What follows belongs to an exercise in optimizing a design on an open flow for a short achievable clock period and few clock cycles; a production flow would make more cautious choices.
Where RTL was checked, it was by simulation tests only, not by an equivalence proof against the original.
No functional check of the RTL was part of run 1.
Power and IR drop assume default switching activity.

===== flow/run.sh =====
#!/bin/bash
# synth_recipe.tcl (not shown) runs the flow's synth.tcl, then flattens the netlist and writes it again
# the make line also repeats each setting of config.mk as NAME=value (left out here)
make -C /OpenROAD-flow-scripts/flow DESIGN_CONFIG=/design/flow/config.mk WORK_HOME=/design/flow/orfs CLKGATE_MAP_FILE= SYNTH_SCRIPT=/design/flow/synth_recipe.tcl finish

===== flow/config.mk =====
export PLATFORM = sky130hd
export DESIGN_NAME = pipelineCpu
export DESIGN_NICKNAME = pipelineCpu
export VERILOG_FILES = /design/flow/design.v
export SDC_FILE = /design/flow/constraint.sdc
export NUM_CORES = 4
export LEC_CHECK = 0
export ABC_CLOCK_PERIOD_IN_PS = 3000
export CAP_MARGIN = 20
export CORE_MARGIN = 2
export CORE_UTILIZATION = 40
export SETUP_SLACK_MARGIN = 4.0
export SLEW_MARGIN = 20
export TNS_END_PERCENT = 100

===== flow/constraint.sdc =====
create_clock -name core_clock -period 7.5 [get_ports {CLK}]
set_input_delay 1.5000 -clock core_clock [delete_from_list [all_inputs] [get_ports {CLK}]]
set_output_delay 1.5000 -clock core_clock [all_outputs]
set_load 0.01 [all_outputs]

===== flow/design.v =====
module fetchStage (
    input  logic        CLK,
    input  logic        arstN,
    input  logic        hold,
    input  logic        redirect,
    input  logic [9:0]  redirectPc,
    input  logic [31:0] instWord,
    input  logic        wbWrEn,
    input  logic [4:0]  wbRd,
    input  logic [31:0] wbData,
    input  logic [31:0] idRs1Data,
    input  logic [31:0] idRs2Data,
    output logic [31:0] instAddr,
    output logic        ifIdValid,
    output logic [31:0] ifIdInst,
    output logic        ifIdPred,
    output logic [9:0]  ifIdPcInc,
    output logic [9:0]  ifIdTarget,
    output logic [31:0] ifIdRs1Data,
    output logic [31:0] ifIdRs2Data,
    output logic        ifIdIsLoad,
    output logic        ifIdUsesRs1,
    output logic        ifIdUsesRs2
);
    logic [9:0]  pc;
    logic [9:0]  pcInc;
    logic [9:0]  target;
    logic        pred;
    logic [4:0]  rs1Idx;
    logic [4:0]  rs2Idx;
    logic [31:0] regFile [1:31];
    logic [31:0] rs1Data;
    logic [31:0] rs2Data;
    assign instAddr = {20'd0, pc, 2'b00};
    assign pcInc    = pc + 10'd1;
    assign target   = pc + {instWord[7], instWord[30:25], instWord[11:9]};
    assign pred     = (instWord[6:0] == 7'b1100011) &&
                      ((instWord[19:15] == instWord[24:20]) != instWord[12]);
    logic isLoad;
    logic usesRs1;
    logic usesRs2;
    assign isLoad  = (instWord[6:0] == 7'b0000011);
    assign usesRs1 = (instWord[6:0] != 7'b0110111);
    assign usesRs2 = (instWord[6:0] == 7'b0110011) || (instWord[6:0] == 7'b0100011) ||
                     (instWord[6:0] == 7'b1100011);
    assign rs1Idx = instWord[19:15];
    assign rs2Idx = instWord[24:20];
    always_ff @(posedge CLK) begin
        if (wbWrEn) begin
            regFile[wbRd] <= wbData;
        end
    end
    always_comb begin
        if (rs1Idx == 5'd0) begin
            rs1Data = 32'd0;
        end else if (wbWrEn && wbRd == rs1Idx) begin
            rs1Data = wbData;
        end else begin
            rs1Data = regFile[rs1Idx];
        end
        if (rs2Idx == 5'd0) begin
            rs2Data = 32'd0;
        end else if (wbWrEn && wbRd == rs2Idx) begin
            rs2Data = wbData;
        end else begin
            rs2Data = regFile[rs2Idx];
        end
    end
    always_ff @(posedge CLK or negedge arstN) begin
        if (!arstN) begin
            pc        <= 10'd0;
            ifIdValid <= 1'b0;
        end else if (redirect) begin
            pc        <= redirectPc;
            ifIdValid <= 1'b0;
        end else if (!hold) begin
            pc        <= pred ? target : pcInc;
            ifIdValid <= 1'b1;
        end
    end
    always_ff @(posedge CLK) begin
        if (!hold) begin
            ifIdInst    <= instWord;
            ifIdPred    <= pred;
            ifIdPcInc   <= pcInc;
            ifIdTarget  <= target;
            ifIdRs1Data <= rs1Data;
            ifIdRs2Data <= rs2Data;
            ifIdIsLoad  <= isLoad;
            ifIdUsesRs1 <= usesRs1;
            ifIdUsesRs2 <= usesRs2;
        end else begin
            ifIdRs1Data <= idRs1Data;
            ifIdRs2Data <= idRs2Data;
        end
    end
endmodule
module decodeStage (
    input  logic        CLK,
    input  logic        arstN,
    input  logic        ifIdValid,
    input  logic [31:0] ifIdInst,
    input  logic        ifIdPred,
    input  logic [9:0]  ifIdPcInc,
    input  logic [9:0]  ifIdTarget,
    input  logic [31:0] ifIdRs1Data,
    input  logic [31:0] ifIdRs2Data,
    input  logic        ifIdIsLoad,
    input  logic        ifIdUsesRs1,
    input  logic        ifIdUsesRs2,
    input  logic        redirect,
    input  logic        wbWrEn,
    input  logic [4:0]  wbRd,
    input  logic [31:0] wbData,
    input  logic [31:0] exResult,
    output logic [31:0] idRs1Data,
    output logic [31:0] idRs2Data,
    output logic        hold,
    output logic        idExValid,
    output logic        idExRegWrEn,
    output logic        idExMemRd,
    output logic        idExLateLoad,
    output logic        idExMemWr,
    output logic        idExIsBranch,
    output logic        idExBranchNe,
    output logic        idExPred,
    output logic        idExIsHalt,
    output logic [7:0]  idExOp,
    output logic [4:0]  idExRd,
    output logic [31:0] idExA,
    output logic [31:0] idExB,
    output logic [31:0] idExBNeg,
    output logic [4:0]  idExShamt,
    output logic [31:0] idExS,
    output logic [9:0]  idExAltPc,
    output logic [11:0] idLoadAddr
);
    localparam logic [6:0] OpCompute = 7'b0110011;
    localparam logic [6:0] OpImm     = 7'b0010011;
    localparam logic [6:0] OpLui     = 7'b0110111;
    localparam logic [6:0] OpLoad    = 7'b0000011;
    localparam logic [6:0] OpStore   = 7'b0100011;
    localparam logic [6:0] OpBranch  = 7'b1100011;
    localparam int SelAdd = 0;
    localparam int SelSub = 1;
    localparam int SelAnd = 2;
    localparam int SelOr  = 3;
    localparam int SelXor = 4;
    localparam int SelSlt = 5;
    localparam int SelSll = 6;
    localparam int SelSrl = 7;
    logic [6:0]  opcode;
    logic [2:0]  funct3;
    logic [6:0]  funct7;
    logic [4:0]  rs1Idx;
    logic [4:0]  rs2Idx;
    logic [4:0]  rdIdx;
    logic [7:0]  op;
    logic        srcBImm;
    logic        regWrEn;
    logic        memRd;
    logic        memWr;
    logic        isBranch;
    logic        branchNe;
    logic        isHalt;
    logic        isLui;
    logic        badFunct;
    logic        usesRs1;
    logic        usesRs2;
    logic        fwdA;
    logic        fwdB;
    logic        lateLoad;
    logic [31:0] imm;
    logic [31:0] opA;
    logic [31:0] opB;
    logic        issue;
    logic        haltSeen;
    logic        exWillWr;
    assign opcode = ifIdInst[6:0];
    assign funct3 = ifIdInst[14:12];
    assign funct7 = ifIdInst[31:25];
    assign rdIdx  = ifIdInst[11:7];
    assign rs1Idx = ifIdInst[19:15];
    assign rs2Idx = ifIdInst[24:20];
    assign isLui  = (opcode == OpLui);
    always_comb begin
        op       = 8'd0;
        op[SelAdd] = 1'b1;
        srcBImm  = 1'b0;
        regWrEn  = 1'b0;
        memRd    = 1'b0;
        memWr    = 1'b0;
        isBranch = 1'b0;
        branchNe = 1'b0;
        isHalt   = 1'b0;
        badFunct = 1'b0;
        usesRs1  = 1'b1;
        usesRs2  = 1'b0;
        case (opcode)
            OpCompute, OpImm: begin
                usesRs2 = (opcode == OpCompute);
                srcBImm = (opcode == OpImm);
                regWrEn = 1'b1;
                op      = 8'd0;
                case (funct3)
                    3'b000: begin
                        if (opcode == OpCompute && funct7 == 7'b0100000) begin
                            op[SelSub] = 1'b1;
                        end else begin
                            op[SelAdd] = 1'b1;
                        end
                    end
                    3'b001: op[SelSll] = 1'b1;
                    3'b010: op[SelSlt] = 1'b1;
                    3'b100: op[SelXor] = 1'b1;
                    3'b101: op[SelSrl] = 1'b1;
                    3'b110: op[SelOr]  = 1'b1;
                    3'b111: op[SelAnd] = 1'b1;
                    default: badFunct = 1'b1;
                endcase
                if (opcode == OpCompute || funct3 == 3'b001 || funct3 == 3'b101) begin
                    badFunct = badFunct | !(funct7 == 7'b0000000 ||
                        (opcode == OpCompute && funct3 == 3'b000 && funct7 == 7'b0100000));
                end
            end
            OpLui: begin
                usesRs1 = 1'b0;
                srcBImm = 1'b1;
                regWrEn = 1'b1;
            end
            OpLoad: begin
                srcBImm  = 1'b1;
                regWrEn  = 1'b1;
                memRd    = 1'b1;
                badFunct = (funct3 != 3'b010);
            end
            OpStore: begin
                usesRs2  = 1'b1;
                srcBImm  = 1'b1;
                memWr    = 1'b1;
                badFunct = (funct3 != 3'b010);
            end
            OpBranch: begin
                usesRs2  = 1'b1;
                isBranch = 1'b1;
                branchNe = (funct3 == 3'b001);
                badFunct = !(funct3 == 3'b000 || funct3 == 3'b001);
            end
            default: begin
                usesRs1 = 1'b0;
                isHalt  = 1'b1;
            end
        endcase
        if (badFunct) begin
            regWrEn  = 1'b0;
            memRd    = 1'b0;
            memWr    = 1'b0;
            isBranch = 1'b0;
            isHalt   = 1'b1;
            usesRs1  = 1'b0;
            usesRs2  = 1'b0;
        end
        if (rdIdx == 5'd0) begin
            regWrEn = 1'b0;
        end
    end
    always_comb begin
        case (opcode)
            OpStore: imm = {{20{ifIdInst[31]}}, ifIdInst[31:25], ifIdInst[11:7]};
            OpLui:   imm = {ifIdInst[31:12], 12'b0};
            default: imm = {{20{ifIdInst[31]}}, ifIdInst[31:20]};
        endcase
    end
    assign idRs1Data = (wbWrEn && wbRd == rs1Idx) ? wbData : ifIdRs1Data;
    assign idRs2Data = (wbWrEn && wbRd == rs2Idx) ? wbData : ifIdRs2Data;
    assign exWillWr = idExValid && idExRegWrEn;
    assign fwdA     = exWillWr && idExRd == rs1Idx && !isLui;
    assign fwdB     = exWillWr && idExRd == rs2Idx;
    assign opA      = isLui ? 32'd0 : idRs1Data;
    assign opB      = srcBImm ? imm : idRs2Data;
    assign lateLoad = memRd && fwdA;
    assign hold  = haltSeen || (ifIdValid && idExValid && (
                   (ifIdIsLoad && !(idExRegWrEn && idExRd == rs1Idx) &&
                    (idExMemWr || idExLateLoad)) ||
                   (idExLateLoad && idExRegWrEn &&
                    ((ifIdUsesRs1 && rs1Idx == idExRd) || (ifIdUsesRs2 && rs2Idx == idExRd)))));
    assign issue = ifIdValid && !hold && !redirect;
    assign idLoadAddr = idRs1Data[11:0] + imm[11:0];
    always_ff @(posedge CLK or negedge arstN) begin
        if (!arstN) begin
            haltSeen  <= 1'b0;
            idExValid <= 1'b0;
        end else begin
            haltSeen  <= haltSeen || (issue && isHalt);
            idExValid <= issue;
        end
    end
    always_ff @(posedge CLK) begin
        idExRegWrEn  <= regWrEn;
        idExMemRd    <= memRd && !fwdA;
        idExLateLoad <= lateLoad;
        idExMemWr    <= memWr;
        idExIsBranch <= isBranch;
        idExBranchNe <= branchNe;
        idExPred     <= ifIdPred;
        idExIsHalt   <= isHalt;
        idExOp       <= (memRd && !fwdA) ? 8'd0 : op;
        idExRd       <= rdIdx;
        idExA        <= fwdA ? exResult : opA;
        idExB        <= (fwdB && !srcBImm) ? exResult : opB;
        idExBNeg     <= ~((fwdB && !srcBImm) ? exResult : opB);
        if (srcBImm) begin
            idExShamt <= ifIdInst[24:20];
        end else if (fwdB) begin
            idExShamt <= exResult[4:0];
        end else begin
            idExShamt <= idRs2Data[4:0];
        end
        idExS        <= fwdB ? exResult : idRs2Data;
        idExAltPc    <= ifIdPred ? ifIdPcInc : ifIdTarget;
    end
endmodule
module executeStage (
    input  logic        CLK,
    input  logic        arstN,
    input  logic        idExValid,
    input  logic        idExRegWrEn,
    input  logic        idExMemRd,
    input  logic        idExLateLoad,
    input  logic        idExMemWr,
    input  logic        idExIsBranch,
    input  logic        idExBranchNe,
    input  logic        idExPred,
    input  logic        idExIsHalt,
    input  logic [7:0]  idExOp,
    input  logic [4:0]  idExRd,
    input  logic [31:0] idExA,
    input  logic [31:0] idExB,
    input  logic [31:0] idExBNeg,
    input  logic [4:0]  idExShamt,
    input  logic [31:0] idExS,
    input  logic [9:0]  idExAltPc,
    input  logic [31:0] dataRdData,
    output logic        exWbLateLoad,
    output logic [31:0] exResult,
    output logic        redirect,
    output logic [9:0]  redirectPc,
    output logic        exWbValid,
    output logic        exWbRegWrEn,
    output logic        exWbMemWr,
    output logic        exWbIsHalt,
    output logic [4:0]  exWbRd,
    output logic [31:0] exWbResult,
    output logic [31:0] exWbStoreData
);
    logic [31:0] opA;
    logic [31:0] opB;
    logic [31:0] sum;
    logic [31:0] diff;
    logic        lt;
    logic [31:0] result;
    logic        taken;
    assign opA      = idExA;
    assign opB      = idExB;
    assign exResult = result;
    prefixAdder #(.W(32)) i_add (.a(opA), .b(opB), .cin(1'b0), .sum(sum));
    prefixAdder #(.W(32)) i_sub (.a(opA), .b(idExBNeg), .cin(1'b1), .sum(diff));
    assign lt   = (opA[31] != opB[31]) ? opA[31] : diff[31];
    always_comb begin
        result = ({32{idExOp[0]}} & sum)
               | ({32{idExOp[1]}} & diff)
               | ({32{idExOp[2]}} & (opA & opB))
               | ({32{idExOp[3]}} & (opA | opB))
               | ({32{idExOp[4]}} & (opA ^ opB))
               | ({32{idExOp[5]}} & {31'd0, lt})
               | ({32{idExOp[6]}} & (opA << idExShamt))
               | ({32{idExOp[7]}} & (opA >> idExShamt))
               | ({32{idExMemRd}} & dataRdData);
    end
    assign taken      = (opA == opB) != idExBranchNe;
    assign redirect   = idExValid && idExIsBranch && (taken != idExPred);
    assign redirectPc = idExAltPc;
    always_ff @(posedge CLK or negedge arstN) begin
        if (!arstN) begin
            exWbValid   <= 1'b0;
            exWbRegWrEn <= 1'b0;
            exWbMemWr   <= 1'b0;
            exWbIsHalt  <= 1'b0;
            exWbLateLoad <= 1'b0;
        end else begin
            exWbLateLoad <= idExValid && idExLateLoad;
            exWbValid   <= idExValid;
            exWbRegWrEn <= idExValid && idExRegWrEn;
            exWbMemWr   <= idExValid && idExMemWr;
            exWbIsHalt  <= exWbIsHalt || (idExValid && idExIsHalt);
        end
    end
    always_ff @(posedge CLK) begin
        exWbRd        <= idExRd;
        exWbResult    <= result;
        exWbStoreData <= idExS;
    end
endmodule
module prefixAdder #(
    parameter int W = 32
) (
    input  logic [W-1:0] a,
    input  logic [W-1:0] b,
    input  logic         cin,
    output logic [W-1:0] sum
);
    localparam int L = $clog2(W);
    logic [W-1:0] g [0:L];
    logic [W-1:0] p [0:L];
    logic [W-1:0] carry;
    assign g[0] = a & b;
    assign p[0] = a ^ b;
    for (genvar l = 0; l < L; l++) begin : gLevel
        for (genvar i = 0; i < W; i++) begin : gBit
            if (i >= (1 << l)) begin : gMerge
                assign g[l+1][i] = g[l][i] | (p[l][i] & g[l][i - (1 << l)]);
                assign p[l+1][i] = p[l][i] & p[l][i - (1 << l)];
            end else begin : gPass
                assign g[l+1][i] = g[l][i];
                assign p[l+1][i] = p[l][i];
            end
        end
    end
    assign carry[0] = cin;
    for (genvar i = 1; i < W; i++) begin : gCarry
        assign carry[i] = g[L][i-1] | (p[L][i-1] & cin);
    end
    assign sum = p[0] ^ carry;
endmodule
module memWriteStage (
    input  logic        CLK,
    input  logic        idExValid,
    input  logic        idExMemWr,
    input  logic        idExLateLoad,
    input  logic [31:0] exResult,
    input  logic [11:0] idLoadAddr,
    input  logic        exWbMemWr,
    input  logic        exWbLateLoad,
    input  logic [31:0] exWbResult,
    input  logic [31:0] exWbStoreData,
    input  logic [31:0] dataRdData,
    output logic [31:0] wbData,
    output logic [31:0] dataAddr,
    output logic        dataWrEn,
    output logic [31:0] dataWrData
);
    logic [31:0] dataAddrQ;
    always_ff @(posedge CLK) begin
        if (idExValid && (idExMemWr || idExLateLoad)) begin
            dataAddrQ <= exResult;
        end else begin
            dataAddrQ <= {20'd0, idLoadAddr};
        end
    end
    assign dataAddr   = dataAddrQ;
    assign wbData     = exWbLateLoad ? dataRdData : exWbResult;
    assign dataWrEn   = exWbMemWr;
    assign dataWrData = exWbStoreData;
endmodule
module pipelineCpu (
    input  logic        CLK,
    input  logic        arstN,
    output logic [31:0] instAddr,
    input  logic [31:0] instWord,
    output logic [31:0] dataAddr,
    output logic        dataWrEn,
    output logic [31:0] dataWrData,
    input  logic [31:0] dataRdData,
    output logic        halt
);
    logic        ifIdValid;
    logic [31:0] ifIdInst;
    logic        ifIdPred;
    logic [9:0]  ifIdPcInc;
    logic [9:0]  ifIdTarget;
    logic [31:0] ifIdRs1Data;
    logic [31:0] ifIdRs2Data;
    logic [31:0] idRs1Data;
    logic        ifIdIsLoad;
    logic        ifIdUsesRs1;
    logic        ifIdUsesRs2;
    logic [31:0] idExBNeg;
    logic [4:0]  idExShamt;
    logic [31:0] idRs2Data;
    logic        hold;
    logic        redirect;
    logic [9:0]  redirectPc;
    logic        idExValid;
    logic        idExRegWrEn;
    logic        idExMemRd;
    logic        idExLateLoad;
    logic        idExMemWr;
    logic        idExIsBranch;
    logic        idExBranchNe;
    logic        idExPred;
    logic        idExIsHalt;
    logic [7:0]  idExOp;
    logic [4:0]  idExRd;
    logic [31:0] idExA;
    logic [31:0] idExB;
    logic [31:0] idExS;
    logic [9:0]  idExAltPc;
    logic [11:0] idLoadAddr;
    logic [31:0] exResult;
    logic        exWbValid;
    logic        exWbRegWrEn;
    logic        exWbMemWr;
    logic        exWbLateLoad;
    logic        exWbIsHalt;
    logic [4:0]  exWbRd;
    logic [31:0] exWbResult;
    logic [31:0] exWbStoreData;
    logic [31:0] wbData;
    fetchStage i_fetchStage (
        .CLK         (CLK),
        .arstN       (arstN),
        .hold        (hold),
        .redirect    (redirect),
        .redirectPc  (redirectPc),
        .instWord    (instWord),
        .wbWrEn      (exWbRegWrEn),
        .wbRd        (exWbRd),
        .wbData      (wbData),
        .idRs1Data   (idRs1Data),
        .idRs2Data   (idRs2Data),
        .instAddr    (instAddr),
        .ifIdValid   (ifIdValid),
        .ifIdInst    (ifIdInst),
        .ifIdPred    (ifIdPred),
        .ifIdPcInc   (ifIdPcInc),
        .ifIdTarget  (ifIdTarget),
        .ifIdRs1Data (ifIdRs1Data),
        .ifIdRs2Data (ifIdRs2Data),
        .ifIdIsLoad  (ifIdIsLoad),
        .ifIdUsesRs1 (ifIdUsesRs1),
        .ifIdUsesRs2 (ifIdUsesRs2)
    );
    decodeStage i_decodeStage (
        .CLK          (CLK),
        .arstN        (arstN),
        .ifIdValid    (ifIdValid),
        .ifIdInst     (ifIdInst),
        .ifIdPred     (ifIdPred),
        .ifIdPcInc    (ifIdPcInc),
        .ifIdTarget   (ifIdTarget),
        .ifIdRs1Data  (ifIdRs1Data),
        .ifIdRs2Data  (ifIdRs2Data),
        .ifIdIsLoad   (ifIdIsLoad),
        .ifIdUsesRs1  (ifIdUsesRs1),
        .ifIdUsesRs2  (ifIdUsesRs2),
        .redirect     (redirect),
        .wbWrEn       (exWbRegWrEn),
        .wbRd         (exWbRd),
        .wbData       (wbData),
        .exResult     (exResult),
        .idRs1Data    (idRs1Data),
        .idRs2Data    (idRs2Data),
        .hold         (hold),
        .idExValid    (idExValid),
        .idExRegWrEn  (idExRegWrEn),
        .idExMemRd    (idExMemRd),
        .idExLateLoad (idExLateLoad),
        .idExMemWr    (idExMemWr),
        .idExIsBranch (idExIsBranch),
        .idExBranchNe (idExBranchNe),
        .idExPred     (idExPred),
        .idExIsHalt   (idExIsHalt),
        .idExOp       (idExOp),
        .idExRd       (idExRd),
        .idExA        (idExA),
        .idExB        (idExB),
        .idExBNeg     (idExBNeg),
        .idExShamt    (idExShamt),
        .idExS        (idExS),
        .idExAltPc    (idExAltPc),
        .idLoadAddr   (idLoadAddr)
    );
    executeStage i_executeStage (
        .CLK           (CLK),
        .arstN         (arstN),
        .idExValid     (idExValid),
        .idExRegWrEn   (idExRegWrEn),
        .idExMemRd     (idExMemRd),
        .idExLateLoad  (idExLateLoad),
        .idExMemWr     (idExMemWr),
        .idExIsBranch  (idExIsBranch),
        .idExBranchNe  (idExBranchNe),
        .idExPred      (idExPred),
        .idExIsHalt    (idExIsHalt),
        .idExOp        (idExOp),
        .idExRd        (idExRd),
        .idExA         (idExA),
        .idExB         (idExB),
        .idExBNeg      (idExBNeg),
        .idExShamt     (idExShamt),
        .idExS         (idExS),
        .idExAltPc     (idExAltPc),
        .dataRdData    (dataRdData),
        .exWbLateLoad  (exWbLateLoad),
        .exResult      (exResult),
        .redirect      (redirect),
        .redirectPc    (redirectPc),
        .exWbValid     (exWbValid),
        .exWbRegWrEn   (exWbRegWrEn),
        .exWbMemWr     (exWbMemWr),
        .exWbIsHalt    (exWbIsHalt),
        .exWbRd        (exWbRd),
        .exWbResult    (exWbResult),
        .exWbStoreData (exWbStoreData)
    );
    memWriteStage i_memWriteStage (
        .CLK           (CLK),
        .idExValid     (idExValid),
        .idExMemWr     (idExMemWr),
        .idExLateLoad  (idExLateLoad),
        .exResult      (exResult),
        .idLoadAddr    (idLoadAddr),
        .exWbMemWr     (exWbMemWr),
        .exWbLateLoad  (exWbLateLoad),
        .exWbResult    (exWbResult),
        .exWbStoreData (exWbStoreData),
        .dataRdData    (dataRdData),
        .wbData        (wbData),
        .dataAddr      (dataAddr),
        .dataWrEn      (dataWrEn),
        .dataWrData    (dataWrData)
    );
    assign halt = exWbIsHalt;
endmodule

==> impl_metrics.ini, run 1 <==
[run_status]
run_status = complete, no violations

[worst_setup_path]
kind_of_critical_path = in2reg
setup.worst_path.start_class = input port
critical-path-max-stage-delay_ns = 0.97
path_cells = buf_4 > buf_4 > nor2b_2 > a221oi_1 > nor3_1 > a21oi_1 > o22ai_1
path_common_cell = sky130_fd_sc_hd__buf_4
cp_max_fo = 26
arrival_ns = 4.27
critPathSlowestCell = sky130_fd_sc_hd__nor2b_2
timing.critical_path.to_type = flip-flop
required_ns = 8.21

[die]
row_count = 153
die_width_um = 422.7
placeableCoreArea_um2 = 174000
die-area_um2 = 178700
chipHeight_um = 422.7
floorplan.initialDensity = 0.4029
ios = 164

[layout]
areaGrowthSynthToFinish_pct = 15.57
postLayoutCellArea_um2 = 81030
finish.net_count = 5123
combined_area_of_the_multi_input_logic_cells_um2 = 30560
layout.area.seq_um2 = 38590
layoutNonFillerInstCount = 7391
filler_cell_count = 15119
post_route_cells_drive_above_1_share = 0.2765

[route]
drt-total-wl_um = 247700
detail_route.vias_per_cell = 6.360
post-route-drc-count = 0
firstDrtPassIters = 6
vias = 47007
initialDrtViolationCount = 6244
route.antenna.remaining_nets = 0
wl_per_cell_um = 33.52

[clock_network]
worstSkewPairLatency_ns = 0.82
numClockSinks = 1394
cts.reportedPaths.clkPinSlew_ns = 0.06
ctsRootBufferMaster = sky130_fd_sc_hd__clkbuf_16
tritoncts_clock_tree = done
postCtsHoldBufs = 0
clock_buffer_count_from_cts = 149
h-tree-depth = 4
bufs_on_longest_clock_path = 3

[synthesis]
synth_largest_area_cell = sky130_fd_sc_hd__edfxtp_1
synthDistinctLibCells = 97
synth_seq_area_share = 0.5488
async_reset_ff_frac = 0.01220
synth_top_cells_by_area = sky130_fd_sc_hd__edfxtp_1, sky130_fd_sc_hd__mux4_2, sky130_fd_sc_hd__dfxtp_1
yosys-top-cells-count = sky130_fd_sc_hd__edfxtp_1, sky130_fd_sc_hd__mux4_2, sky130_fd_sc_hd__dfxtp_1, sky130_fd_sc_hd__mux2i_1, sky130_fd_sc_hd__a21oi_1
netlist.area_leader.share = 0.4488
post_synth_fa_ha_maj_area_fraction = 0.02173
synth-edff-count = 1048
netlist_instances = 4822
synth-xor-area-share = 0.01399
synthMostInstantiatedCell = sky130_fd_sc_hd__edfxtp_1
largest_family_of_logic_cells_by_synthesized_area = multiplexers
postSynthAreaPerCell_um2 = 14.54
synth-warning-count = 7
synth_compound_area_frac = 0.08419
fraction_of_synthesized_area_in_multiplexers = 0.2499
synth-simple-area-share = 0.04838
netlist_area_um2 = 70120
synth_flop_cell = sky130_fd_sc_hd__edfxtp_1
postSynthRegisterBits = 1394

[global_route]
grt.overflow.total = 0
global_route_usage_over_all_layers = 0.2697
grt_pass1_vias = 46221
grt_start_max_net_pins = 100
antenna_found_initial = 14
grt_first_pass_wirelength_um = 345000

[power_and_ir_drop]
peakVddDrop_mv = 0.2486
power.share.combinational = 0.311
sw_frac_of_total = 0.3405
powerDensity_nw_per_um2 = 318.9
p_clk_frac = 0.292
power.net_switching_mw = 8.798
static-leakage-power_nw = 27.61
p_int_mw = 17.04
power.sequential.fraction = 0.397

[placement]
detailed_place_hpwl_um = 150600
port_buffers = 141
preCtsSetupSlack_ns = 2.697
placed_area_um2 = 74120
place.gp.congestion = 0.9944
place_inst = 7017

[sta]
final.hold.worst_slack_ns = 0.3255
relSlewSlack = 0.2791
finalClockSkew_ns = 0.03421
worstMarginPinSlew_ns = 1.076
finalHoldViolations = 0
worst_path_setup_slack_after_routing_ns = 3.939
fin_crit_sh = 0.4749
maxSlewViolCount = 0
setup_violations = 0
fin_tns_setup_ns = 0
rsz_0062_raised_after_global_routing = true
finalCriticalPeriod_ns = 3.561
fmaxAchievable_ghz = 0.2808

[run]
max_cap_viol_count = 0

[worst_hold_path]
worstHoldPathType = reg2reg
## worst paths after layout
path / slack (ns) / from / endpoint / depth (start not counted)
setup / recovery: 3.94 / instWord[22] / i_fetchStage.ifIdRs2Data[11] / 7
hold / removal: 0.33 / i_decodeStage.idExS[24] / i_executeStage.exWbStoreData[24] / 0
setup reg to reg: 3.99 / i_decodeStage.idExA[1] / i_decodeStage.idExB[31] / 12
hold reg to reg: 0.33 / i_decodeStage.idExS[24] / i_executeStage.exWbStoreData[24] / 0
max in group asynchronous: 6.45 / arstN / i_fetchStage.pc[1] / 1
min in group asynchronous: 0.66 / arstN / i_executeStage.exWbMemWr / 1
## layout by cell type (no fill, tap or decap), drive strengths merged, types with 84 or more instances in the layout
master,instances
edfxtp,1048
mux4,585
dfxtp,329
mux2i,283
a21oi,282
nor2,275
clkbuf,217
nand2,200
buf,190
inv,179
o21ai,178
mux2,140
clkdlybuf4s50,119
ha,117
o22ai,84
## critical path, delay by kind of cell
family	cells	cell delay, ns
buffers and inverters	2	0.94
AO/OA/AOI/OAI	3	0.58
AND/OR/NAND/NOR	2	1.18
## flip-flops by register name (all words and copies together) (netlist names), 32 cells and up
signal / count
i_fetchStage.ifIdInst: 32
i_fetchStage.ifIdRs2Data: 32
i_memWriteStage.dataAddrQ: 32
i_fetchStage.ifIdRs1Data: 32
i_decodeStage.idExB: 32
i_fetchStage.regFile: 992
i_decodeStage.idExBNeg: 32
i_executeStage.exWbResult: 32
i_decodeStage.idExS: 32
i_executeStage.exWbStoreData: 32
i_decodeStage.idExA: 32
## layer usage
layer / wire length, um / share of wire / GRT usage / vias to the layer above
li1: - / - / - / 19399
met1: 93880 / 0.38 / 0.3531 / 24240
met2: 116900 / 0.47 / 0.4296 / 2702
met3: 22460 / 0.091 / 0.04867 / 658
met4: 14410 / 0.058 / 0.1400 / 8
met5: 51 / 0.00021 / 0 / -
## kinds of logic (layout without fill, tap and decap cells)
logic type               Yosys count  count (layout)
AO/OA/AOI/OAI                    891             891
XOR/XNOR                         112             112
adder cells (fa/ha/maj)          120             120
buffers and inverters            560             768
flip-flops                      1394            1394
multiplexers                    1002            1008
other                              1              28
AND/OR/NAND/NOR                  742             745
## power by group through the flow
stage	Sequential (mW)	Combinational (mW)	Clock, mW
after detailed placement	10.4	7.02	0
after global routing	10.3	8.46	7.93
after floorplan	10.1	4.66	0
final	10.3	8.04	7.55
after CTS	10.2	7.64	7.63
after global placement	10.4	6.98	0
## final cells by class
type,count,share of cell area
sequential,1394,0.4762
clock buffer,213,0.05472
multi-input combinational,2898,0.3771
tap,2325,0.03590
antenna,6,0.0001853
inverter,167,0.007751
timing repair buffer,327,0.04123
clock inverter,61,0.006902
## repair_timing
action,CTS,global route
pin swaps,20,21
gates cloned,9,7
resized for setup,165,73
setup buffers,43,35
setup endpoints to repair,273,99
## metrics by stage
step / power, mW / utilization
2_1_floorplan: 14.72 / -
4_1_cts: 25.51 / 0.4618
5_1_grt: 26.68 / 0.4656
6_report: 25.84 / 0.4657
3_3_place_gp: 17.39 / 0.4260
3_5_place_dp: 17.43 / 0.4260
==> run 2: changes to the inputs <==
--- a/flow/design.v
+++ b/flow/design.v
@@ -409,7 +409,7 @@
     input  logic         cin,
     output logic [W-1:0] sum
 );
-    localparam int L = $clog2(W);
+    localparam int L = (W > 16) ? 5 : (W > 8) ? 4 : (W > 4) ? 3 : (W > 2) ? 2 : 1;
     logic [W-1:0] g [0:L];
     logic [W-1:0] p [0:L];
     logic [W-1:0] carry;
==> run 2 against run 1 <==
Compared with the run above: critical endpoint unchanged; worst setup slack is the same; clock-buffer cell count is the same; sequential share of layout area is the same; wire length is the same; global-route usage is the same; still clean on timing, DRC and antenna; maximum frequency is the same; final cell count is the same; combinational power is essentially flat; first-iteration DRC count is the same; non-clock buffer count is the same; clock power is essentially flat.
==> impl_metrics.ini, run 2 <==
[synthesis]
synth_flop_cell = sky130_fd_sc_hd__edfxtp_1
synth_largest_area_cell = sky130_fd_sc_hd__edfxtp_1
async_reset_ff_frac = 0.01220
yosys-top-cells-count = sky130_fd_sc_hd__edfxtp_1, sky130_fd_sc_hd__mux4_2, sky130_fd_sc_hd__dfxtp_1, sky130_fd_sc_hd__mux2i_1, sky130_fd_sc_hd__a21oi_1
synthDistinctLibCells = 97
synthMostInstantiatedCell = sky130_fd_sc_hd__edfxtp_1
synth-warning-count = 7
synth_seq_area_share = 0.5488
synth_top_cells_by_area = sky130_fd_sc_hd__edfxtp_1, sky130_fd_sc_hd__mux4_2, sky130_fd_sc_hd__dfxtp_1
postSynthAreaPerCell_um2 = 14.54
netlist.area_leader.share = 0.4488
postSynthRegisterBits = 1394
netlist_instances = 4822
netlist_area_um2 = 70120
synth-edff-count = 1048

[route]
initialDrtViolationCount = 6244
post-route-drc-count = 0
top_signal_layer_used = met5
detail_route.vias_per_cell = 6.360
met2_wl_post_dr_um = 116900
wl_per_cell_um = 33.52
met3WireLength_um = 22460
route.antenna.remaining_nets = 0
drt-total-wl_um = 247700
vias = 47007
firstDrtPassIters = 6
detailed_routing_wirelength_on_met1_um = 93880

[power_and_ir_drop]
powerDensity_nw_per_um2 = 318.9
static-leakage-power_nw = 27.61
p_clk_frac = 0.292
power.net_switching_mw = 8.798
peakVddDrop_mv = 0.2486
p_int_mw = 17.04
power.share.combinational = 0.311
report.power.total_mw = 25.84
sw_frac_of_total = 0.3405
power.sequential.fraction = 0.397

[worst_setup_path]
timing.critical_path.buf_inv = 2
reg2reg_from = i_decodeStage.idExA[1]
critPathSlowestCell = sky130_fd_sc_hd__nor2b_2
path_cells = buf_4 > buf_4 > nor2b_2 > a221oi_1 > nor3_1 > a21oi_1 > o22ai_1
critical-path-max-stage-delay_ns = 0.97
required_ns = 8.21
kind_of_critical_path = in2reg
setup.worst_path.start_class = input port
path_common_cell = sky130_fd_sc_hd__buf_4
timing.critical_path.to = i_fetchStage.ifIdRs2Data[11]
timing.reg2reg.worst_path_depth = 12
arrival_ns = 4.27
rr_endpoint = i_decodeStage.idExB[31]
crit_family = simple AND/OR/NAND/NOR gates
timing.critical_path.to_type = flip-flop
cp_max_fo = 26
worstSetupPathDepth = 7
critPathLaunch = instWord[22]
worst-r2r-setup-slack_ns = 3.99

[layout]
register_with_the_highest_flop_count = i_fetchStage.regFile
largest_register_ffs = 992
most_common_library_cell_in_the_layout_ignoring_fill_and_taps = sky130_fd_sc_hd__edfxtp_1
post_route_cells_drive_above_1_share = 0.2765
areaGrowthSynthToFinish_pct = 15.57
layout.cells.most_common_list = sky130_fd_sc_hd__edfxtp_1, sky130_fd_sc_hd__mux4_2, sky130_fd_sc_hd__dfxtp_1
finish.net_count = 5123

[sta]
fin_crit_sh = 0.4749
setup_violations = 0
fin_tns_setup_ns = 0
finalCriticalPeriod_ns = 3.561
worstMarginPinSlew_ns = 1.076
relSlewSlack = 0.2791
finalClockSkew_ns = 0.03421
fmaxAchievable_ghz = 0.2808
maxSlewViolCount = 0
rsz_0062_raised_after_global_routing = true
finalHoldViolations = 0

[clock_network]
ctsRootBufferMaster = sky130_fd_sc_hd__clkbuf_16
h-tree-depth = 4
clock_buffer_count_from_cts = 149
cts.reportedPaths.clkPinSlew_ns = 0.06
numClockSinks = 1394
tritoncts_clock_tree = done
worstSkewPairLatency_ns = 0.82
bufs_on_longest_clock_path = 3

[placement]
place.gp.congestion = 0.9944
detailed_place_hpwl_um = 150600
port_buffers = 141

[global_route]
antenna_found_initial = 14
grt_first_pass_wirelength_um = 345000
grt_start_max_net_pins = 100
grt_pass1_vias = 46221
grt.overflow.total = 0
global_route_usage_over_all_layers = 0.2697

[die]
die-area_um2 = 178700
placeableCoreArea_um2 = 174000
floorplan.initialDensity = 0.4029
row_count = 153
ios = 164
chipHeight_um = 422.7
die_width_um = 422.7

[run_status]
run_status = complete, no violations

[run]
max_cap_viol_count = 0

[worst_hold_path]
worst_hold_path_startpoint = i_decodeStage.idExS[24]
worstHoldPathType = reg2reg
## run 2: cell counts after synthesis
Identical to the previous run, type by type.
## run 2: worst register-to-register path, delay by kind of cell (launching register included)
family / cells / cell delay [ns]
AO/OA/AOI/OAI: 6 / 1.54
adder cells (fa/ha/maj): 1 / 0.35
buffers and inverters: 2 / 0.22
flip-flops: 1 / 0.43
multiplexers: 3 / 0.86
## run 2: what timing repair did
| action | 4_1_cts | 5_1_grt |
|---|---|---|
| setup endpoints to repair | 273 | 99 |
| buffers inserted | 43 | 35 |
| hold buffers | 0 | 0 |
| gates resized for setup | 165 | 73 |
| pin swaps | 20 | 21 |
| hold endpoints to repair | 0 | 0 |
| gates cloned | 9 | 7 |
## run 2: layer usage
metal  vias to the layer above  global-route usage
li1                      19399                   -
met1                     24240              0.3531
met2                      2702              0.4296
met3                       658             0.04867
met4                         8              0.1400
met5                         -                   0
## run 2: worst min-delay path by stage
stage                                             endpoint  slack (ns)  cells after the start
final                     i_executeStage.exWbStoreData[24]        0.33                      0
after global routing      i_executeStage.exWbStoreData[25]        0.33                      0
after floorplan            i_executeStage.exWbStoreData[0]        0.31                      0
after global placement     i_executeStage.exWbStoreData[4]        0.31                      0
after CTS                  i_executeStage.exWbStoreData[3]        0.33                      0
after detailed placement  i_executeStage.exWbStoreData[17]        0.31                      0
## run 2: cells by family after synthesis
family,synth area share
flip-flops,0.5488
other,0.00005348
AO/OA/AOI/OAI,0.08419
AND/OR/NAND/NOR,0.04838
adder cells (fa/ha/maj),0.02173
multiplexers,0.2499
XOR/XNOR,0.01399
buffers and inverters,0.03294
## run 2: power by group through the flow
stage                     Clock, mW  Combinational (mW)  Sequential [mW]
after floorplan                   0                4.66             10.1
after global placement            0                6.98             10.4
after detailed placement          0                7.02             10.4
after CTS                      7.63                7.64             10.2
after global routing           7.93                8.46             10.3
final                          7.55                8.04             10.3
## run 2: layout make-up
cell class / count / area (um2)
Inverter: 167 / 628.1
Clock inverter: 61 / 559.3
Multi-Input combinational cell: 2898 / 30560
Timing Repair Buffer: 327 / 3341
Tap cell: 2325 / 2909
Sequential cell: 1394 / 38590
Clock buffer: 213 / 4434
Antenna cell: 6 / 15.01
Fill cell: 15119 / 92980
## run 2: metrics by stage
step	util	std cells	instance area, um2	setup WS (ns)	hold WS (ns)
final	0.4657	7391	81030	3.939	0.3255
after CTS	0.4618	7343	80350	4.002	0.3263
after global routing	0.4656	7387	81020	3.866	0.3306
after global placement	0.4260	7017	74120	2.706	0.3146
after floorplan	-	4843	70510	3.797	0.3096
after detailed placement	0.4260	7017	74120	2.697	0.3121
Testbench counts of run 2, summed over its fixed seeds: cycles 131,716.

[static timing again, ports no longer ideal]
No port has a modelled driver above. Below, the same layouts with a new extraction and two added sets of constraints.
Step 1 (the two cells are an assumption about what drives the block):
set clk [get_ports {CLK}]
set_driving_cell -lib_cell sky130_fd_sc_hd__clkbuf_16 $clk
set_driving_cell -lib_cell sky130_fd_sc_hd__buf_2 [delete_from_list [all_inputs] $clk]
Step 2 moves the port delays by t, midway between the first and last clock arrival at a register: inputs arrive t later, outputs are due t later. That takes back most of the time a late clock gives input paths.
Three values: no drivers, after step 1, after step 2; two values: the first two.
run	t (ns)	setup WS [ns]	hold WS [ns]	worst slew at a driven data input, ns
run 1	0.893	3.939 / 3.958 / 3.091	0.326 / 0.326 / 0.326	0.22
run 2	0.893	3.939 / 3.958 / 3.091	0.326 / 0.326 / 0.326	0.22
After both steps every run listed still meets setup and hold.
